Source: an optimization exercise on an open RTL-to-GDS flow (aim: small area, a short achievable clock period and few clock cycles per item). Production flows keep margins and buffers that such runs may drop.
The RTL was checked by simulation tests, not by an equivalence proof against the original design.
Power and IR drop assume default switching activity.

### design/flow/config.mk
export PLATFORM = sky130hd
export DESIGN_NAME = axi_burst_slave
export DESIGN_NICKNAME = axi_burst_slave
export VERILOG_FILES = /design/flow/design.v
export SDC_FILE = /design/flow/constraint.sdc
export NUM_CORES = 4
export LEC_CHECK = 0
export ABC_CLOCK_PERIOD_IN_PS = 3200
export CAP_MARGIN = 20
export CORE_MARGIN = 2
export CORE_UTILIZATION = 40
export SETUP_SLACK_MARGIN = 3.5
export SLEW_MARGIN = 20
export SYNTH_MEMORY_MAX_BITS = 16384
### design/flow/design.v
package axi_burst_pkg;
   localparam int ADDR_W    = 32;
   localparam int DATA_W    = 32;
   localparam int STRB_W    = DATA_W / 8;
   localparam int ID_W      = 4;
   localparam int LEN_W     = 4;
   localparam int MEM_WORDS = 256;
   typedef logic [ADDR_W-1:0] addr_t;
   typedef logic [DATA_W-1:0] data_t;
   typedef logic [STRB_W-1:0] strb_t;
   typedef logic [ID_W-1:0]   id_t;
   typedef logic [LEN_W-1:0]  len_t;
   typedef logic [2:0]        size_t;
   typedef logic [1:0]        burst_t;
   typedef logic [1:0]        resp_t;
   localparam burst_t BURST_FIXED = 2'd0;
   localparam burst_t BURST_INCR  = 2'd1;
   localparam burst_t BURST_WRAP  = 2'd2;
   localparam resp_t RESP_OKAY   = 2'd0;
   localparam resp_t RESP_SLVERR = 2'd2;
endpackage
module burst_addr_gen (
   input  logic                  ACLK,
   input  logic                  ARESETN,
   input  logic                  req_valid,
   output logic                  req_ready,
   input  axi_burst_pkg::id_t    req_id,
   input  axi_burst_pkg::addr_t  start_addr,
   input  axi_burst_pkg::len_t   len,
   input  axi_burst_pkg::size_t  size,
   input  axi_burst_pkg::burst_t burst,
   input  logic                  advance,
   output logic                  active,
   output axi_burst_pkg::id_t    id,
   output logic [7:0]            index,
   output logic [5:0]            sel_hi,
   output logic [31:0]           sel_lo,
   output logic                  last,
   output logic                  addr_ok
);
   logic [1:0] d_sc;
   logic       d_wl;
   logic [2:0] d_step;
   logic       d_wrap;
   logic [5:0] d_mask;
   logic       d_hz;
   logic       d_ho;
   always_comb
   begin
      d_sc   = (size > 3'd2) ? 2'd2 : size[1:0];
      d_wl   = (len == 4'd1) || (len == 4'd3) || (len == 4'd7) || (len == 4'd15);
      d_step = (burst == axi_burst_pkg::BURST_FIXED) ? 3'd0 : (3'd1 << d_sc);
      d_wrap = (burst == axi_burst_pkg::BURST_WRAP) && d_wl;
      d_mask = 6'(({2'd0, len} + 6'd1) << d_sc) - 6'd1;
      d_hz   = (start_addr[31:10] == '0);
      d_ho   = (start_addr[31:10] == '1);
   end
   logic                 p_v;
   axi_burst_pkg::id_t   p_id;
   logic [9:0]           p_a;
   logic                 p_hz, p_ho;
   logic [2:0]           p_step;
   logic                 p_wrap;
   logic [5:0]           p_mask;
   axi_burst_pkg::len_t  p_len;
   logic                 a_v;
   logic [9:0]           a_a;
   logic                 a_hz, a_ho;
   logic [2:0]           a_step;
   logic                 a_wrap;
   logic [5:0]           a_mask;
   axi_burst_pkg::len_t  a_cnt;
   logic                 a_last;
   logic        fire;
   logic        done;
   logic        free;
   logic [10:0] sum;
   logic [9:0]  nxt;
   logic        nxt_hz;
   logic [9:0]  n_a;
   logic        n_hz;
   assign req_ready = !p_v && (!a_v || a_last);
   assign fire      = req_valid && req_ready;
   assign done      = advance && a_last;
   assign free      = !a_v || done;
   assign sum    = {1'b0, a_a} + {8'd0, a_step};
   assign nxt    = a_wrap ? {a_a[9:6], (a_a[5:0] & ~a_mask) | (sum[5:0] & a_mask)} : sum[9:0];
   assign nxt_hz = (!a_wrap && sum[10]) ? a_ho : a_hz;
   always_comb
   begin
      if (free)
      begin
         n_a  = p_v ? p_a : start_addr[9:0];
         n_hz = p_v ? p_hz : d_hz;
      end
      else if (advance)
      begin
         n_a  = nxt;
         n_hz = nxt_hz;
      end
      else
      begin
         n_a  = a_a;
         n_hz = a_hz;
      end
   end
   always_ff @(posedge ACLK)
   begin
      if (!ARESETN)
      begin
         p_v <= 1'b0;
         a_v <= 1'b0;
      end
      else
      begin
         if (free)
         begin
            if (p_v)
            begin
               a_v <= 1'b1;
               p_v <= 1'b0;
            end
            else
               a_v <= fire;
         end
         else if (fire)
            p_v <= 1'b1;
      end
   end
   always_ff @(posedge ACLK)
   begin
      if (fire && !free)
      begin
         p_id   <= req_id;
         p_a    <= start_addr[9:0];
         p_hz   <= d_hz;
         p_ho   <= d_ho;
         p_step <= d_step;
         p_wrap <= d_wrap;
         p_mask <= d_mask;
         p_len  <= len;
      end
      a_a  <= n_a;
      a_hz <= n_hz;
      for (int g = 0; g < 6; g++)
         sel_hi[g] <= n_hz && (n_a[9:7] == 3'(g));
      for (int j = 0; j < 32; j++)
         sel_lo[j] <= (n_a[6:2] == 5'(j));
      if (free)
      begin
         if (p_v)
         begin
            id     <= p_id;
            a_ho   <= p_ho;
            a_step <= p_step;
            a_wrap <= p_wrap;
            a_mask <= p_mask;
            a_cnt  <= p_len;
            a_last <= (p_len == '0);
         end
         else
         begin
            id     <= req_id;
            a_ho   <= d_ho;
            a_step <= d_step;
            a_wrap <= d_wrap;
            a_mask <= d_mask;
            a_cnt  <= len;
            a_last <= (len == '0);
         end
      end
      else if (advance)
      begin
         a_cnt  <= a_cnt - 1'b1;
         a_last <= (a_cnt == 4'd1);
         if (!a_wrap && sum[10])
            a_ho <= 1'b0;
      end
   end
   assign active  = a_v;
   assign index   = a_a[9:2];
   assign last    = a_last;
   assign addr_ok = a_hz && !(a_a[9] && a_a[8]);
endmodule
module word_mem #(
   parameter int DEPTH = 192
) (
   input  logic                 ACLK,
   input  logic                 we,
   input  logic [7:0]           windex,
   input  axi_burst_pkg::data_t wdata,
   input  axi_burst_pkg::strb_t wstrb,
   input  logic [5:0]           rsel_hi,
   input  logic [31:0]          rsel_lo,
   output axi_burst_pkg::data_t rdata
);
   axi_burst_pkg::data_t mem [DEPTH];
   logic                 we_q;
   logic [7:0]           windex_q;
   axi_burst_pkg::data_t wdata_q;
   axi_burst_pkg::strb_t wstrb_q;
   always_ff @(posedge ACLK)
   begin
      we_q <= we;
      if (we)
      begin
         windex_q <= windex;
         wdata_q  <= wdata;
         wstrb_q  <= wstrb;
      end
   end
   always_ff @(posedge ACLK)
   begin
      if (we_q)
      begin
         for (int b = 0; b < axi_burst_pkg::STRB_W; b++)
         begin
            if (wstrb_q[b])
               mem[windex_q][8*b +: 8] <= wdata_q[8*b +: 8];
         end
      end
   end
   axi_burst_pkg::data_t grp [6];
   always_comb
   begin
      rdata = '0;
      for (int g = 0; g < 6; g++)
      begin
         grp[g] = '0;
         for (int j = 0; j < 32; j++)
            grp[g] = grp[g] | (mem[32*g+j] & {32{rsel_lo[j]}});
         rdata = rdata | (grp[g] & {32{rsel_hi[g]}});
      end
   end
endmodule
module axi_write_ctrl (
   input  logic                  ACLK,
   input  logic                  ARESETN,
   input  axi_burst_pkg::id_t    awid,
   input  axi_burst_pkg::addr_t  awaddr,
   input  axi_burst_pkg::len_t   awlen,
   input  axi_burst_pkg::size_t  awsize,
   input  axi_burst_pkg::burst_t awburst,
   input  logic                  awvalid,
   output logic                  awready,
   input  axi_burst_pkg::data_t  wdata,
   input  axi_burst_pkg::strb_t  wstrb,
   input  logic                  wvalid,
   output logic                  wready,
   output axi_burst_pkg::id_t    bid,
   output axi_burst_pkg::resp_t  bresp,
   output logic                  bvalid,
   input  logic                  bready,
   output logic                  mem_we,
   output logic [7:0]            mem_windex,
   output axi_burst_pkg::data_t  mem_wdata,
   output axi_burst_pkg::strb_t  mem_wstrb
);
   logic                 w_fire;
   logic                 gen_active;
   axi_burst_pkg::id_t   gen_id;
   logic [7:0]           gen_index;
   logic                 gen_last;
   logic                 gen_ok;
   logic                 err;
   logic                 push;
   logic                 b_err;
   logic                 pop;
   logic                 s_v;
   axi_burst_pkg::id_t   s_id;
   logic                 s_err;
   logic                 b_err_q;
   burst_addr_gen i_burst_addr_gen (
      .ACLK       (ACLK),
      .ARESETN    (ARESETN),
      .req_valid  (awvalid),
      .req_ready  (awready),
      .req_id     (awid),
      .start_addr (awaddr),
      .len        (awlen),
      .size       (awsize),
      .burst      (awburst),
      .advance    (w_fire),
      .active     (gen_active),
      .id         (gen_id),
      .index      (gen_index),
      .sel_hi     (),
      .sel_lo     (),
      .last       (gen_last),
      .addr_ok    (gen_ok)
   );
   assign wready = gen_active && !(gen_last && s_v);
   assign w_fire = wvalid && wready;
   assign push   = w_fire && gen_last;
   assign b_err  = err || !gen_ok;
   assign pop    = bvalid && bready;
   always_ff @(posedge ACLK)
   begin
      if (!ARESETN)
      begin
         err    <= 1'b0;
         bvalid <= 1'b0;
         s_v    <= 1'b0;
      end
      else
      begin
         if (w_fire)
            err <= gen_last ? 1'b0 : b_err;
         if (push)
         begin
            if (bvalid && !pop)
               s_v <= 1'b1;
            else
               bvalid <= 1'b1;
         end
         else if (pop)
         begin
            if (s_v)
               s_v <= 1'b0;
            else
               bvalid <= 1'b0;
         end
      end
   end
   always_ff @(posedge ACLK)
   begin
      if (push && bvalid && !pop)
      begin
         s_id  <= gen_id;
         s_err <= b_err;
      end
      if (!bvalid || pop)
      begin
         if (s_v)
         begin
            bid     <= s_id;
            b_err_q <= s_err;
         end
         else
         begin
            bid     <= gen_id;
            b_err_q <= b_err;
         end
      end
   end
   assign bresp = b_err_q ? axi_burst_pkg::RESP_SLVERR : axi_burst_pkg::RESP_OKAY;
   assign mem_we     = w_fire && gen_ok;
   assign mem_windex = gen_index;
   assign mem_wdata  = wdata;
   assign mem_wstrb  = wstrb;
endmodule
module axi_read_ctrl (
   input  logic                  ACLK,
   input  logic                  ARESETN,
   input  axi_burst_pkg::id_t    arid,
   input  axi_burst_pkg::addr_t  araddr,
   input  axi_burst_pkg::len_t   arlen,
   input  axi_burst_pkg::size_t  arsize,
   input  axi_burst_pkg::burst_t arburst,
   input  logic                  arvalid,
   output logic                  arready,
   output axi_burst_pkg::id_t    rid,
   output axi_burst_pkg::data_t  rdata,
   output axi_burst_pkg::resp_t  rresp,
   output logic                  rlast,
   output logic                  rvalid,
   input  logic                  rready,
   output logic [5:0]            mem_rsel_hi,
   output logic [31:0]           mem_rsel_lo,
   input  axi_burst_pkg::data_t  mem_rdata
);
   logic                 issue;
   logic                 gen_active;
   axi_burst_pkg::id_t   gen_id;
   logic                 gen_last;
   logic                 gen_ok;
   burst_addr_gen i_burst_addr_gen (
      .ACLK       (ACLK),
      .ARESETN    (ARESETN),
      .req_valid  (arvalid),
      .req_ready  (arready),
      .req_id     (arid),
      .start_addr (araddr),
      .len        (arlen),
      .size       (arsize),
      .burst      (arburst),
      .advance    (issue),
      .active     (gen_active),
      .id         (gen_id),
      .index      (),
      .sel_hi     (mem_rsel_hi),
      .sel_lo     (mem_rsel_lo),
      .last       (gen_last),
      .addr_ok    (gen_ok)
   );
   assign issue = gen_active && (!rvalid || rready);
   always_ff @(posedge ACLK)
   begin
      if (!ARESETN)
         rvalid <= 1'b0;
      else if (issue)
         rvalid <= 1'b1;
      else if (rready)
         rvalid <= 1'b0;
   end
   always_ff @(posedge ACLK)
   begin
      if (issue)
      begin
         rid   <= gen_id;
         rlast <= gen_last;
         rdata <= mem_rdata;
         rresp <= gen_ok ? axi_burst_pkg::RESP_OKAY : axi_burst_pkg::RESP_SLVERR;
      end
   end
endmodule
module axi_burst_slave #(
   parameter axi_burst_pkg::addr_t BASE_ADDR = 32'h0000_0000,
   parameter axi_burst_pkg::addr_t HIGH_ADDR = 32'h0000_02FF
) (
   input  logic                  ACLK,
   input  logic                  ARESETN,
   input  axi_burst_pkg::id_t    awid,
   input  axi_burst_pkg::addr_t  awaddr,
   input  axi_burst_pkg::len_t   awlen,
   input  axi_burst_pkg::size_t  awsize,
   input  axi_burst_pkg::burst_t awburst,
   input  logic                  awvalid,
   output logic                  awready,
   input  axi_burst_pkg::data_t  wdata,
   input  axi_burst_pkg::strb_t  wstrb,
   input  logic                  wlast,
   input  logic                  wvalid,
   output logic                  wready,
   output axi_burst_pkg::id_t    bid,
   output axi_burst_pkg::resp_t  bresp,
   output logic                  bvalid,
   input  logic                  bready,
   input  axi_burst_pkg::id_t    arid,
   input  axi_burst_pkg::addr_t  araddr,
   input  axi_burst_pkg::len_t   arlen,
   input  axi_burst_pkg::size_t  arsize,
   input  axi_burst_pkg::burst_t arburst,
   input  logic                  arvalid,
   output logic                  arready,
   output axi_burst_pkg::id_t    rid,
   output axi_burst_pkg::data_t  rdata,
   output axi_burst_pkg::resp_t  rresp,
   output logic                  rlast,
   output logic                  rvalid,
   input  logic                  rready
);
   logic                 mem_we;
   logic [7:0]           mem_windex;
   axi_burst_pkg::data_t mem_wdata;
   axi_burst_pkg::strb_t mem_wstrb;
   logic [5:0]           mem_rsel_hi;
   logic [31:0]          mem_rsel_lo;
   axi_burst_pkg::data_t mem_rdata;
   axi_write_ctrl i_axi_write_ctrl (
      .ACLK       (ACLK),
      .ARESETN    (ARESETN),
      .awid       (awid),
      .awaddr     (awaddr),
      .awlen      (awlen),
      .awsize     (awsize),
      .awburst    (awburst),
      .awvalid    (awvalid),
      .awready    (awready),
      .wdata      (wdata),
      .wstrb      (wstrb),
      .wvalid     (wvalid),
      .wready     (wready),
      .bid        (bid),
      .bresp      (bresp),
      .bvalid     (bvalid),
      .bready     (bready),
      .mem_we     (mem_we),
      .mem_windex (mem_windex),
      .mem_wdata  (mem_wdata),
      .mem_wstrb  (mem_wstrb)
   );
   axi_read_ctrl i_axi_read_ctrl (
      .ACLK       (ACLK),
      .ARESETN    (ARESETN),
      .arid       (arid),
      .araddr     (araddr),
      .arlen      (arlen),
      .arsize     (arsize),
      .arburst    (arburst),
      .arvalid    (arvalid),
      .arready    (arready),
      .rid        (rid),
      .rdata      (rdata),
      .rresp      (rresp),
      .rlast      (rlast),
      .rvalid     (rvalid),
      .rready     (rready),
      .mem_rsel_hi (mem_rsel_hi),
      .mem_rsel_lo (mem_rsel_lo),
      .mem_rdata  (mem_rdata)
   );
   word_mem i_word_mem (
      .ACLK   (ACLK),
      .we     (mem_we),
      .windex (mem_windex),
      .wdata  (mem_wdata),
      .wstrb  (mem_wstrb),
      .rsel_hi (mem_rsel_hi),
      .rsel_lo (mem_rsel_lo),
      .rdata  (mem_rdata)
   );
endmodule
### design/flow/run.sh
#!/bin/bash
# synth_recipe.tcl (not shown) runs the flow's synth.tcl, then flattens the netlist and writes it again
# the make line also repeats each setting of config.mk as NAME=value (left out here)
make -C /OpenROAD-flow-scripts/flow DESIGN_CONFIG=/design/flow/config.mk WORK_HOME=/design/flow/orfs CLKGATE_MAP_FILE= SYNTH_SCRIPT=/design/flow/synth_recipe.tcl finish
### design/flow/constraint.sdc
create_clock -name core_clock -period 7.0 [get_ports {ACLK}]
set_input_delay 1.4000 -clock core_clock [delete_from_list [all_inputs] [get_ports {ACLK}]]
set_output_delay 1.4000 -clock core_clock [all_outputs]
set_load 0.01 [all_outputs]
==> impl_metrics.yaml, run 1 <==
power:
  p_total_mw: 80.35
  power.density_mw_per_mm2: 300.3
  p_leak_nw: 79.86
  ir_drop_mv: 0.2831
worst_setup_path:
  crit_path_start_kind: "flip-flop"
  path_buf_inv: 1
  path_depth: 6
  r2r-end: "i_axi_read_ctrl.rdata[30]"
  cp.arrival_ps: 4370
  cp-end-kind: "flip-flop"
  cp_cell_sequence: "buf_12 -> a22oi_1 -> nand4_1 -> o41ai_4 -> and4_2 -> nand3_1"
  timing.rr.start: "i_axi_read_ctrl.i_burst_addr_gen.sel_lo[5]"
  path_max_fanout: 66
  rrSetupSlack_ps: 3360
  cpPeakStageDelay_ps: 820
  reg2reg_depth: 6
  worstSetupPathType: "reg2reg"
  slowest_stage: "o41ai_4"
  crit_family: "simple AND/OR/NAND/NOR gates"
  required_ps: 7730
floorplan:
  design.core.area_mm2: 0.5777
  die_area_mm2: 0.5862
  die-width_um: 765.6
  io_pins: 184
  start_util: 0.4016
  rows: 279
  die_h_um: 765.6
timing:
  tightestPinTransition_ps: 1381
  slew_headroom: 0.07929
  fin_crit_ps: 3645
  period_share: 0.5207
  fmax_mhz: 274.4
  final_hold_viol_count: 0
  tns_ps: 0
  slew_viol_final: 0
  layout_setup_ws_ps: 3355
  setup_viol: 0
  skew_ps: 58.39
  rsz0062_at_grt: "true"
worst_hold_path:
  min_to: "i_axi_read_ctrl.rid[3]"
  hold_start: "i_axi_read_ctrl.i_burst_addr_gen.id[3]"
  hp-class: "reg2reg"
  hold_path_depth: 0
layout:
  finalNonFillerCells: 21670
  syn_to_final_growth_pct: 15.31
  layout_commonest_cell: "edfxtp_1"
  n_fill_cell: 48410
  nets: 13570
  drive_gt1_frac: 0.1453
  layout_common_cells: "edfxtp_1, a22oi_1, nand4_1"
global_route:
  grt_pass1_wl_um: 1112000
  grt_antenna_before_repair: 42
  grt-ovfl-total: 0
  grt_pass1_vias: 130900
  grt_usage: 0.2739
  grt_max_degree: 193
placement:
  place_hpwl_um: 495000
  pre_cts_ws_ps: 2564
  dp.cells: 20500
  gp_congestion: 1.000
  port_buffers: 180
clock_network:
  clock_sinks: 6405
  clkLatencyLatePin_ps: 1130
  root_buffer: "clkbuf_16"
  clockBufferDepth: 4
  cts_tree: "done"
  htreeDepth: 6
  cts_made_buffers: 618
  cts_hold_buf: 0
  clk_pin_slew_ps: 60
route:
  vias: 141300
  via_per_inst: 6.521
  wl_um: 829900
  drcViolationCount: 0
  postRouteAntennaNets: 0
  drt-initial-drc-count: 24570
  drt_pass1_iterations: 6
  post_drt_wl_per_cell_um: 38.30
logic_synthesis:
  ys_seq_area_frac: 0.8265
  synthArstFlopShare: 0
  ys_types: 71
  synthFlopType: "edfxtp_1"
  synth_edf_count: 6349
  syn_area_per_cell_um2: 18.08
  synth_area_mm2: 0.2320
  yosys_warnings: 5
  synth-seq-cells: 6405
  netlist_instances: 12830
outcome:
  status: "timing/DRC/antenna clean"
run:
  cap_viol_max_count: 0
registers in the layout (all words and copies together) (netlist names), 6 cells and up, named ones only:
register,count
i_word_mem.mem,6144
i_axi_read_ctrl.i_burst_addr_gen.sel_lo,32
i_axi_read_ctrl.rdata,32
i_word_mem.wdata_q,32
i_axi_read_ctrl.i_burst_addr_gen.a_a,10
i_axi_read_ctrl.i_burst_addr_gen.p_a,10
i_axi_write_ctrl.i_burst_addr_gen.p_a,10
i_word_mem.windex_q,8
i_axi_read_ctrl.i_burst_addr_gen.a_mask,6
i_axi_read_ctrl.i_burst_addr_gen.p_mask,6
i_axi_read_ctrl.i_burst_addr_gen.sel_hi,6
i_axi_write_ctrl.i_burst_addr_gen.a_mask,6
i_axi_write_ctrl.i_burst_addr_gen.p_mask,6
worst max path at each step:
stage                                               startpoint                                    endpoint  slack, ps
floorplan                                               rready     i_axi_read_ctrl.i_burst_addr_gen.p_a[0]       3810
global placement                                        rready  i_axi_read_ctrl.i_burst_addr_gen.sel_lo[1]       2550
detailed placement                                      rready  i_axi_read_ctrl.i_burst_addr_gen.sel_lo[1]       2560
CTS                       i_axi_read_ctrl.i_burst_addr_gen.p_v                                     arready       3220
global route                            i_word_mem.windex_q[6]                     i_word_mem.mem[145][19]       3310
finish              i_axi_read_ctrl.i_burst_addr_gen.sel_lo[5]                   i_axi_read_ctrl.rdata[30]       3360
synthesized netlist by cell type (18+ instances only):
| cell | number | area share |
|---|---|---|
| and4_1 | 36 | 0.0014 |
| nor3_1 | 24 | 0.00052 |
| a22oi_1 | 3072 | 0.099 |
| nand2_1 | 237 | 0.0038 |
| mux2i_1 | 24 | 0.0010 |
| mux2_2 | 33 | 0.0016 |
| ha_1 | 18 | 0.00097 |
| nand3_1 | 49 | 0.0011 |
| dfxtp_1 | 56 | 0.0048 |
| nand4_1 | 782 | 0.021 |
| o21ai_0 | 33 | 0.00071 |
| clkbuf_1 | 706 | 0.011 |
| a21oi_1 | 30 | 0.00065 |
| nand2b_1 | 19 | 0.00051 |
| o41ai_1 | 192 | 0.0072 |
| inv_1 | 35 | 0.00057 |
| nor2_1 | 853 | 0.014 |
| edfxtp_1 | 6349 | 0.82 |
| buf_1 | 116 | 0.0019 |
through the flow:
step | area [um2] | util | hold WS, ps
after floorplan | 232100 | - | 400.3
after global placement | 246300 | 0.4262 | 400.7
after detailed placement | 246600 | 0.4269 | 414.6
after CTS | 266800 | 0.4619 | 420.5
after global routing | 267500 | 0.4630 | 421.2
final | 267600 | 0.4631 | 420.7
what timing repair did:
item | CTS | global route
endpoints found under the setup margin | 1897 | 1319
resized for setup | 267 | 147
buffers inserted | 7 | 4
cloned | 0 | 1
pin swaps | 10 | 4
cells by family (layout without fill, tap and decap cells):
family,after synthesis,count (layout),share of synthesized area
XOR/XNOR,23,23,0.0009005
AND/OR/NAND/NOR,2068,2068,0.04433
flip-flops,6405,6405,0.8265
AO/OA/AOI/OAI,3386,3387,0.1103
other,1,61,0.00001616
adder cells (fa/ha/maj),20,20,0.001143
multiplexers,57,57,0.002637
buffers and inverters,872,1922,0.01425
routing by layer:
layer,vias to the layer above,part of all wire,track usage
met5,-,0.00054,0.001137
met4,36,0.052,0.1170
met3,1686,0.15,0.08911
met2,11610,0.43,0.4019
met1,73120,0.37,0.3753
li1,54870,-,-
power by group:
part / leakage, nW / internal [mW] / total (mW) / switching [mW]
logic: 12.9 / 1.42 / 5.41 / 4.00
registers: 57.6 / 42.1 / 42.4 / 0.379
clock network: 9.35 / 18.1 / 32.5 / 14.4
final cells by class:
| class | count | area (um2) | area share |
|---|---|---|---|
| sequential | 6405 | 191900 | 0.7173 |
| timing repair buffer | 792 | 7485 | 0.02797 |
| clock buffer | 778 | 16420 | 0.06135 |
| multi-input combinational | 5557 | 39030 | 0.1459 |
| inverter | 37 | 138.9 | 0.0005191 |
| clock inverter | 315 | 2769 | 0.01035 |
| antenna | 59 | 147.6 | 0.0005518 |
| tap | 7727 | 9668 | 0.03613 |
Testbench counts, summed over its fixed seeds: cycles 12,180, beats 21,616.
==> run 2, diff against run 1 <==
--- a/design/flow/design.v
+++ b/design/flow/design.v
@@ -196,20 +196,31 @@
 );
-   axi_burst_pkg::data_t mem [DEPTH];
-   logic                 we_q;
-   logic [7:0]           windex_q;
+   localparam int GROUPS = DEPTH / 32;
+   logic [GROUPS-1:0]    whi_q;
+   logic [31:0]          wlo_n;    
+   logic [GROUPS*4-1:0]  whb_n;    
+   axi_burst_pkg::strb_t wbe_q;
    axi_burst_pkg::data_t wdata_q;
-   axi_burst_pkg::strb_t wstrb_q;
    always_ff @(posedge ACLK)
    begin
-      we_q <= we;
+      wbe_q <= we ? wstrb : '0;
       if (we)
       begin
-         windex_q <= windex;
-         wdata_q  <= wdata;
-         wstrb_q  <= wstrb;
+         for (int g = 0; g < GROUPS; g++)
+            whi_q[g] <= (windex[7:5] == 3'(g));
+         for (int j = 0; j < 32; j++)
+            wlo_n[j] <= (windex[4:0] != 5'(j));
+         wdata_q <= wdata;
       end
    end
-   always_ff @(posedge ACLK)
+   always_comb
    begin
-      if (we_q)
+      for (int g = 0; g < GROUPS; g++)
+         for (int b = 0; b < 4; b++)
+            whb_n[4*g+b] = !(whi_q[g] && wbe_q[b]);
+   end
+   logic [DEPTH-1:0][31:0] words;
+   for (genvar i = 0; i < DEPTH; i++)
+   begin : g_word
+      logic [31:0] q;
+      always_ff @(posedge ACLK)
       begin
@@ -217,8 +228,9 @@
          begin
-            if (wstrb_q[b])
-               mem[windex_q][8*b +: 8] <= wdata_q[8*b +: 8];
+            if (!(whb_n[4*(i/32)+b] || wlo_n[i % 32]))
+               q[8*b +: 8] <= wdata_q[8*b +: 8];
          end
       end
+      assign words[i] = q;
    end
-   axi_burst_pkg::data_t grp [6];
+   axi_burst_pkg::data_t grp [GROUPS];
    always_comb
@@ -226,3 +238,3 @@
       rdata = '0;
-      for (int g = 0; g < 6; g++)
+      for (int g = 0; g < GROUPS; g++)
       begin
@@ -230,3 +242,3 @@
          for (int j = 0; j < 32; j++)
-            grp[g] = grp[g] | (mem[32*g+j] & {32{rsel_lo[j]}});
+            grp[g] = grp[g] | (words[32*g+j] & {32{rsel_lo[j]}});
          rdata = rdata | (grp[g] & {32{rsel_hi[g]}});
--- a/design/flow/config.mk
+++ b/design/flow/config.mk
@@ -7,7 +7,10 @@
 export LEC_CHECK = 0
-export ABC_CLOCK_PERIOD_IN_PS = 3200
+export ABC_CLOCK_PERIOD_IN_PS = 3000
 export CAP_MARGIN = 20
 export CORE_MARGIN = 2
-export CORE_UTILIZATION = 40
-export SETUP_SLACK_MARGIN = 3.5
+export CORE_UTILIZATION = 60
+export CTS_CLUSTER_DIAMETER = 80
+export CTS_CLUSTER_SIZE = 26
+export PLACE_DENSITY = 0.68
+export SETUP_SLACK_MARGIN = 3.9
 export SLEW_MARGIN = 20
==> run 2 against run 1 <==
  * Non-clock buffer count shrank 131
  * Clock-buffer cell count shrank 434
  * Sequential share of layout area grew 4.5 points
  * Sequential power is essentially flat
  * Clock power shrank about 40%
  * Setup slack gained 240 ps
  * Combinational power grew 6.1%
  * Global-route usage grew 13 points
  * Synthesized cell count shrank 0.82%
  * Critical path depth shrank 5
  * First-iteration DRC count grew 16%
  * Maximum frequency grew 7.2%
  * Critical path type is now reg2out
  * Critical endpoint is now rdata[7]
==> impl_metrics.yaml, run 2 <==
floorplan:
  die_h_um: 626.3
  die_area_mm2: 0.3923
  die-width_um: 626.3
  rows: 228
  start_util: 0.6025
  design.core.area_mm2: 0.3857
  io_pins: 184
global_route:
  grt_pass1_vias: 131500
  gr-usage-met2: 0.5820
  busiest_layer: "met2"
  use_met3: 0.1371
  grt_usage: 0.3989
  grt-ovfl-total: 0
  grt_max_degree: 193
  grt_antenna_before_repair: 72
  grt_pass1_wl_um: 1068000
  groute.layer.met1.usage: 0.5326
layout:
  largest_register: "i_word_mem.g_word.q"
  syn_to_final_growth_pct: 8.876
  n_fill_cell: 25510
  nets: 12970
  largest_reg_flops: 6144
  layout_commonest_cell: "edfxtp_1"
  regArea_mm2: 0.1928
  drive_gt1_frac: 0.09808
  design_area_mm2: 0.2530
  multi_input_area_mm2: 0.03842
  layout_common_cells: "edfxtp_1, a22oi_1, nand4_1"
timing:
  fin_crit_ps: 3400
  rsz0062_at_grt: "true"
  tns_ps: 0
  setup_viol: 0
  skew_ps: 49.37
  fmax_mhz: 294.1
  tightestPinTransition_ps: 1372
  slew_headroom: 0.08552
  slew_viol_final: 0
  period_share: 0.4857
  final_hold_viol_count: 0
worst_hold_path:
  hp-class: "reg2reg"
  hold_path_depth: 0
  min_to: "i_axi_read_ctrl.rid[1]"
  hold_start: "i_axi_read_ctrl.i_burst_addr_gen.id[1]"
route:
  vias: 141400
  drcViolationCount: 0
  postRouteAntennaNets: 0
  post_drt_wl_per_cell_um: 44.00
  drt-initial-drc-count: 28410
  via_per_inst: 7.789
  wl_um: 798500
  drt_pass1_iterations: 8
logic_synthesis:
  synth_top_cell_by_area: "edfxtp_1"
  yosys_warnings: 5
  synth.most_common_cell: "edfxtp_1"
  netlist_instances: 12730
  synth_edf_count: 6375
  ys_seq_area_frac: 0.8289
  synth.top_cell.area_share: 0.8239
  synth_area_mm2: 0.2324
  yosys-top-cells-area: "edfxtp_1, a22oi_1, nand4_1"
  synthArstFlopShare: 0
  synthFlopType: "edfxtp_1"
  synth.top_cells.by_count: "edfxtp_1, a22oi_1, nor2_1"
  ys_types: 67
  syn_area_per_cell_um2: 18.26
  synth-seq-cells: 6434
worst_setup_path:
  cp_cell_sequence: "buf_2"
  crit_path_start_kind: "flip-flop"
  cp.arrival_ps: 2000
  crit_family: "flip-flops"
  cp-end-kind: "output pin"
  worstSetupPathType: "reg2out"
  slowest_stage: "edfxtp_1"
  path_depth: 1
  reg2reg_depth: 2
  rrSetupSlack_ps: 3650
  r2r-end: "i_word_mem.g_word[110].q[2]"
  cpPeakStageDelay_ps: 750
  required_ps: 5600
  path_max_fanout: 3
  path_buf_inv: 1
  timing.rr.start: "i_word_mem.whi_q[3]"
placement:
  gp_congestion: 0.9213
  place_hpwl_um: 445600
  placed_cell_area_mm2: 0.2417
  port_buffers: 180
outcome:
  status: "timing/DRC/antenna clean"
clock_network:
  root_buffer: "clkbuf_16"
  htreeDepth: 5
  clk_pin_slew_ps: 100
  clockBufferDepth: 4
  cts_tree: "done"
  cts_hold_buf: 0
  cts_made_buffers: 288
  clkLatencyLatePin_ps: 1010
  clock_sinks: 6434
power:
  p_leak_nw: 74.95
  power.density_mw_per_mm2: 267.5
  ir_drop_mv: 0.2437
  p_total_mw: 67.67
run:
  cap_viol_max_count: 0
[run 2: cell types whose count changed after synthesis, moves of 6 or more]
cell      delta
edfxtp_1    +26
buf_1        +6
nor2_1      -14
nor3_1      -11
nand2b_1     -6
clkbuf_1    +23
nor3b_1      +8
nand2_1    -138
[run 2: cell families (layout without fill, tap and decap cells)]
kind of cell,Yosys count,after routing,synth area share
buffers and inverters,900,1058,0.01471
other,1,88,0.00001614
flip-flops,6434,6434,0.8289
AO/OA/AOI/OAI,3385,3386,0.1100
AND/OR/NAND/NOR,1907,1907,0.04166
adder cells (fa/ha/maj),20,20,0.001142
XOR/XNOR,26,26,0.001045
multiplexers,54,54,0.002477
[run 2: per-layer routing]
layer  wire (um)  vias up
met5         608        -
met4       50480       58
met3      136900     2559
met2      351500    14540
met1      259000    71080
li1            -    53120
[run 2: cell type report]
class,count,share of cell area
flip-flops and latches,6434,0.7619
multi-input cells,5395,0.1519
clock buffers,344,0.03053
repair buffers,661,0.02794
well taps,5175,0.02559
diodes,86,0.0008507
clock inverters,18,0.0007122
inverters,35,0.0005589
[run 2: how the worst max path moves through the flow]
| stage | startpoint | to |
|---|---|---|
| 4_1_cts | i_axi_read_ctrl.rdata[6] | rdata[6] |
| 6_report | i_axi_read_ctrl.rdata[7] | rdata[7] |
| 3_5_place_dp | rready | i_axi_read_ctrl.i_burst_addr_gen.sel_lo[3] |
| 5_1_grt | i_axi_read_ctrl.rdata[6] | rdata[6] |
| 3_3_place_gp | rready | i_axi_read_ctrl.i_burst_addr_gen.sel_lo[3] |
| 2_1_floorplan | rready | i_axi_read_ctrl.i_burst_addr_gen.sel_lo[19] |
[run 2: repair_timing]
action                     4_1_cts  5_1_grt
cloned                           6        3
pin swaps                       31       23
gates resized for setup        397       74
buffers inserted                28       33
setup endpoints to repair      679      121
[run 2: metrics by stage]
stage               utilization  cells  setup WS, ps  hold slack [ps]
floorplan                     -  12730          3671            400.3
global placement         0.6257  17600          2789            403.9
finish                   0.6559  18150          3600            428.4
global route             0.6555  18080          3633            442.2
CTS                      0.6522  18010          3606            428.5
detailed placement       0.6267  17610          2736            406.8
[run 2: report_power, final]
group	total (mW)	internal (mW)	leakage (nW)	switching, mW
clock network	19.4	7.93	3.86	11.4
logic	5.74	1.51	13.2	4.23
registers	42.6	42.2	57.9	0.364
total	67.7	51.6	74.9	16.0
Testbench counts of run 2, summed over its fixed seeds: cycles 12,180, beats 21,616.
==> run 3, diff against run 2 <==
--- a/design/flow/design.v
+++ b/design/flow/design.v
@@ -33,2 +33,4 @@
    output logic                  active,
+   output logic                  active_next,
+   output logic                  last_next,
    output axi_burst_pkg::id_t    id,
@@ -81,3 +83,7 @@
    logic        n_hz;
-   assign req_ready = !p_v && (!a_v || a_last);
+   logic        n_a_v;
+   logic        n_p_v;
+   logic        n_last;
+   logic        rdy;
+   assign req_ready = rdy;
    assign fire      = req_valid && req_ready;
@@ -106,2 +112,17 @@
    end
+   always_comb
+   begin
+      if (free)
+      begin
+         n_a_v  = p_v || fire;
+         n_p_v  = 1'b0;
+         n_last = p_v ? (p_len == '0) : (len == '0);
+      end
+      else
+      begin
+         n_a_v  = a_v;
+         n_p_v  = p_v || fire;
+         n_last = advance ? (a_cnt == 4'd1) : a_last;
+      end
+   end
    always_ff @(posedge ACLK)
@@ -112,2 +133,3 @@
          a_v <= 1'b0;
+         rdy <= 1'b1;
       end
@@ -115,14 +137,5 @@
       begin
-         if (free)
-         begin
-            if (p_v)
-            begin
-               a_v <= 1'b1;
-               p_v <= 1'b0;
-            end
-            else
-               a_v <= fire;
-         end
-         else if (fire)
-            p_v <= 1'b1;
+         p_v <= n_p_v;
+         a_v <= n_a_v;
+         rdy <= !n_p_v && (!n_a_v || n_last);
       end
@@ -142,4 +155,5 @@
       end
-      a_a  <= n_a;
-      a_hz <= n_hz;
+      a_a    <= n_a;
+      a_hz   <= n_hz;
+      a_last <= n_last;
       for (int g = 0; g < 6; g++)
@@ -158,3 +172,2 @@
             a_cnt  <= p_len;
-            a_last <= (p_len == '0);
          end
@@ -168,3 +181,2 @@
             a_cnt  <= len;
-            a_last <= (len == '0);
          end
@@ -174,3 +186,2 @@
          a_cnt  <= a_cnt - 1'b1;
-         a_last <= (a_cnt == 4'd1);
          if (!a_wrap && sum[10])
@@ -179,3 +190,5 @@
    end
-   assign active  = a_v;
+   assign active      = a_v;
+   assign active_next = n_a_v;
+   assign last_next   = n_last;
    assign index   = a_a[9:2];
@@ -197,6 +210,4 @@
    localparam int GROUPS = DEPTH / 32;
-   logic [GROUPS-1:0]    whi_q;
-   logic [31:0]          wlo_n;    
-   logic [GROUPS*4-1:0]  whb_n;    
-   axi_burst_pkg::strb_t wbe_q;
+   logic [GROUPS*4-1:0]  whb_n;
+   logic [31:0]          wlo_n;
    axi_burst_pkg::data_t wdata_q;
@@ -204,17 +215,8 @@
    begin
-      wbe_q <= we ? wstrb : '0;
-      if (we)
-      begin
-         for (int g = 0; g < GROUPS; g++)
-            whi_q[g] <= (windex[7:5] == 3'(g));
-         for (int j = 0; j < 32; j++)
-            wlo_n[j] <= (windex[4:0] != 5'(j));
-         wdata_q <= wdata;
-      end
-   end
-   always_comb
-   begin
       for (int g = 0; g < GROUPS; g++)
          for (int b = 0; b < 4; b++)
-            whb_n[4*g+b] = !(whi_q[g] && wbe_q[b]);
+            whb_n[4*g+b] <= !(we && wstrb[b] && windex[7:5] == 3'(g));
+      for (int j = 0; j < 32; j++)
+         wlo_n[j] <= (windex[4:0] != 5'(j));
+      wdata_q <= wdata;
    end
@@ -272,2 +274,5 @@
    logic                 gen_active;
+   logic                 gen_active_next;
+   logic                 gen_last_next;
+   logic                 n_s_v;
    axi_burst_pkg::id_t   gen_id;
@@ -296,2 +301,4 @@
       .active     (gen_active),
+      .active_next(gen_active_next),
+      .last_next  (gen_last_next),
       .id         (gen_id),
@@ -303,3 +310,2 @@
    );
-   assign wready = gen_active && !(gen_last && s_v);
    assign w_fire = wvalid && wready;
@@ -308,2 +314,18 @@
    assign pop    = bvalid && bready;
+   always_comb
+   begin
+      if (push)
+         n_s_v = bvalid && !pop;
+      else if (pop)
+         n_s_v = 1'b0;
+      else
+         n_s_v = s_v;
+   end
+   always_ff @(posedge ACLK)
+   begin
+      if (!ARESETN)
+         wready <= 1'b0;
+      else
+         wready <= gen_active_next && !(gen_last_next && n_s_v);
+   end
    always_ff @(posedge ACLK)
@@ -417,2 +439,6 @@
    end
+   logic [37:0] r_new;
+   logic [37:0] r_hold;
+   logic [37:0] r_out;
+   assign r_new = {gen_id, gen_last, !gen_ok, mem_rdata};
    always_ff @(posedge ACLK)
@@ -420,9 +446,9 @@
       if (issue)
-      begin
-         rid   <= gen_id;
-         rlast <= gen_last;
-         rdata <= mem_rdata;
-         rresp <= gen_ok ? axi_burst_pkg::RESP_OKAY : axi_burst_pkg::RESP_SLVERR;
-      end
+         r_hold <= r_new;
+      r_out <= (r_new & {38{issue}}) | (r_hold & {38{!issue}});
    end
+   assign rid   = r_out[37:34];
+   assign rlast = r_out[33];
+   assign rresp = r_out[32] ? axi_burst_pkg::RESP_SLVERR : axi_burst_pkg::RESP_OKAY;
+   assign rdata = r_out[31:0];
 endmodule
--- a/design/flow/config.mk
+++ b/design/flow/config.mk
@@ -14,3 +14,3 @@
 export PLACE_DENSITY = 0.68
-export SETUP_SLACK_MARGIN = 3.9
+export SETUP_SLACK_MARGIN = 4.1
 export SLEW_MARGIN = 20
==> run 3 against run 2 <==
  * Still clean
  * Routed wire length is 3.6% higher
  * Clock skew is 2.8 ps higher
  * Register-to-register slack better by 320 ps
  * Setup slack better by 270 ps
  * Sequential power is 2% higher
  * Final cell count is 2.0% higher
  * Non-clock buffer count is 74 higher
  * Critical path depth stayed put
  * Area after synthesis is 0.67% higher
  * First-iteration DRC count is 4.1% higher
  * Global-route usage is 0.51 points higher
  * Cell area is 1.7% higher
  * Largest cell class unchanged
  * Largest power group unchanged
==> impl_metrics.yaml, run 3 <==
clock_network:
  clock_sinks: 6489
  cts_made_buffers: 293
  clk_pin_slew_ps: 100
  root_buffer: "clkbuf_16"
  clockBufferDepth: 4
  clkLatencyLatePin_ps: 1050
  cts_tree: "done"
  htreeDepth: 5
worst_setup_path:
  path_max_fanout: 2
  worstSetupPathType: "reg2out"
  cp_cell_sequence: "buf_6"
  reg2reg_depth: 7
  path_buf_inv: 1
  r2r-end: "i_axi_read_ctrl.r_hold[7]"
  cpPeakStageDelay_ps: 520
  slowest_stage: "dfxtp_4"
  crit_path_start_kind: "flip-flop"
  required_ps: 5600
  rrSetupSlack_ps: 3970
  crit_family: "flip-flops"
  timing.rr.start: "i_axi_read_ctrl.i_burst_addr_gen.sel_lo[13]"
  cp.arrival_ps: 1730
  cp-end-kind: "output pin"
floorplan:
  die-width_um: 628.4
  die_area_mm2: 0.3949
  die_h_um: 628.4
  io_pins: 184
  start_util: 0.6021
  design.core.area_mm2: 0.3885
  rows: 229
route:
  drt-initial-drc-count: 29580
  wl_um: 827000
  postRouteAntennaNets: 0
  via_per_inst: 7.759
  drt_pass1_iterations: 9
  drcViolationCount: 0
  vias: 143600
  post_drt_wl_per_cell_um: 44.69
logic_synthesis:
  synth.most_common_cell: "edfxtp_1"
  synth.top_cell.area_share: 0.8091
  synth_area_mm2: 0.2339
  netlist_instances: 12880
  ys_types: 71
  synthFlopType: "edfxtp_1"
  yosys-top-cells-area: "edfxtp_1, a22oi_1, a221oi_1"
  ys_seq_area_frac: 0.8251
  synth_edf_count: 6303
  synth.top_cells.by_count: "edfxtp_1, a22oi_1, nor2_1"
  yosys_warnings: 5
  synthArstFlopShare: 0
  synth-seq-cells: 6489
  synth_top_cell_by_area: "edfxtp_1"
  syn_area_per_cell_um2: 18.16
power:
  ir_drop_mv: 0.2414
  p_leak_nw: 77.63
  p_total_mw: 69.84
  power.density_mw_per_mm2: 271.5
timing:
  hold_ws_ps: 453.9
  slew_viol_final: 0
  fmax_mhz: 319.2
  period_share: 0.4475
  layout_setup_ws_ps: 3868
  fin_crit_ps: 3132
  skew_ps: 52.12
  slew_headroom: 0.09356
  rsz0062_at_grt: "true"
  tns_ps: 0
  final_hold_viol_count: 0
  setup_viol: 0
  tightestPinTransition_ps: 1360
worst_hold_path:
  hp-class: "reg2reg"
  hold_path_depth: 0
  min_to: "i_axi_read_ctrl.r_hold[37]"
  hold_start: "i_axi_read_ctrl.i_burst_addr_gen.id[3]"
layout:
  design_area_mm2: 0.2572
  finalNonFillerCells: 18510
  nets: 13190
  syn_to_final_growth_pct: 9.954
  largest_reg_flops: 6144
  drive_gt1_frac: 0.1137
  largest_register: "i_word_mem.g_word.q"
  layout_commonest_cell: "edfxtp_1"
  n_fill_cell: 25410
  final_util: 0.6620
  top_regs: "i_word_mem.g_word.q x6144, i_axi_read_ctrl.r_hold x38, i_axi_read_ctrl.r_out x38"
  layout_common_cells: "edfxtp_1, a22oi_1, nor2_1"
placement:
  port_buffers: 180
  dp.cells: 17740
  place_hpwl_um: 444300
  pre_cts_ws_ps: 2426
  placed_cell_area_mm2: 0.2430
  gp_congestion: 0.9108
global_route:
  grt_usage: 0.4039
  grt_antenna_before_repair: 60
  grt_pass1_wl_um: 1095000
  grt_max_degree: 114
  grt-ovfl-total: 0
  grt_pass1_vias: 133100
outcome:
  status: "timing/DRC/antenna clean"
run:
  cap_viol_max_count: 0
==> run 3: cell types whose count changed in the layout (fill, tap and decap cells not counted), sizes merged, moves of 39 or more <==
cell    change
clkbuf    +135
a22o      +454
o41ai      -64
a221oi    +454
nand4     -351
dfxtp     +127
nand2      +48
buf        +72
a22oi     -908
edfxtp     -72
or4        +39
nand3     +284
==> run 3: cell families (layout without fill, tap and decap cells) <==
group	after synthesis	in the layout	synth area share
DFF	6489	6489	0.8251
and+or+nand+nor	1957	1957	0.04057
adders and majority gates	20	20	0.001134
buffers and inverters	911	1261	0.01524
other	1	80	0.00001603
muxes	51	51	0.002354
xor gates and xnor gates	28	28	0.001048
AOI/OAI and AO/OA	3422	3422	0.1146
==> run 3: final cells by class <==
class                      instances  area, um2  area share
multi-input combinational       5480      39730      0.1545
tap                             5197       6502     0.02528
sequential                      6489     193500      0.7523
clock inverter                    26      362.8    0.001411
timing repair buffer             735       8433     0.03279
clock buffer                     467       8325     0.03237
timing repair inverter             2      10.01  0.00003892
antenna                           78      195.2   0.0007589
inverter                          31      140.1   0.0005448
==> run 3: timing repair <==
| item | in CTS | in global routing |
|---|---|---|
| hold buffers | 0 | 0 |
| gates cloned | 16 | 15 |
| gates resized for setup | 569 | 135 |
| pin swaps | 25 | 66 |
| setup buffers | 87 | 53 |
| setup endpoints to repair | 183 | 145 |
==> run 3: worst max-delay path by stage <==
| stage | slack [ps] | cells after the start | from | endpoint |
|---|---|---|---|---|
| 2_1_floorplan | 4000 | 7 | awsize[2] | i_axi_write_ctrl.i_burst_addr_gen.a_mask[4] |
| 3_3_place_gp | 2530 | 6 | wvalid | flip-flop |
| 3_5_place_dp | 2430 | 6 | wvalid | flip-flop |
| 4_1_cts | 3910 | 1 | i_axi_read_ctrl.r_out[10] | rdata[10] |
| 5_1_grt | 3900 | 1 | i_axi_read_ctrl.r_out[10] | rdata[10] |
| 6_report | 3870 | 1 | i_axi_read_ctrl.r_out[10] | rdata[10] |
==> run 3: report_power, final <==
group	total (mW)	internal, mW	leakage (nW)	switching, mW
combinational	5.95	1.64	15.2	4.31
clock	20.4	8.46	4.16	11.9
sequential	43.5	42.8	58.3	0.746
==> run 3: worst reg2reg max path, delay by kind of cell, from the launching register on <==
kind | cells | cell delay [ps]
AND/OR/NAND/NOR | 3 | 800
buffers and inverters | 1 | 350
flip-flops | 1 | 520
AO/OA/AOI/OAI | 3 | 1080
==> run 3: layer usage <==
metal	vias to the layer above	track usage	wire, um
met4	58	0.2277	56230
met2	14720	0.5852	359500
li1	53830	-	-
met5	-	0	383
met1	72170	0.5398	263700
met3	2804	0.1387	147200
Testbench counts of run 3, summed over its fixed seeds: cycles 12,180, beats 21,616.

==> static timing again, ports no longer ideal <==
The flow's constraints put no driver on any port. The routed layouts listed below were extracted and timed again, unchanged, in two steps. Step 1 (the two cells are an assumption about what drives the block):
set clk [get_ports {ACLK}]
set_driving_cell -lib_cell sky130_fd_sc_hd__clkbuf_16 $clk
set_driving_cell -lib_cell sky130_fd_sc_hd__buf_2 [delete_from_list [all_inputs] $clk]
Step 2 adds t to the input delays and takes it off the output delays; t is the mean of the earliest and latest rising clock arrival at the registers after step 1. Input paths then give back, and output paths get back, about the clock's delay inside the block. a / b / c = ideal / step 1 / step 2; a / b = the first two.
run	shift t [ns]	slack for setup (ns)	worst setup path after step 2	latest minus earliest clock arrival (ns)	slew at the worst register clock pin (ns)
run 1	1.225	3.355 / 3.355 / 2.767	input to register	0.060 / 0.060	0.07 / 0.07
run 2	1.122	3.600 / 3.472 / 3.077	input to register	0.059 / 0.059	0.11 / 0.11
run 3	1.127	3.868 / 3.760 / 3.147	input to register	0.065 / 0.065	0.11 / 0.11
After both steps setup and hold are still met in every run listed. For run 3, which loses most, drivers alone change the setup slack by -0.108 ns; drivers and shift together by -0.721 ns.
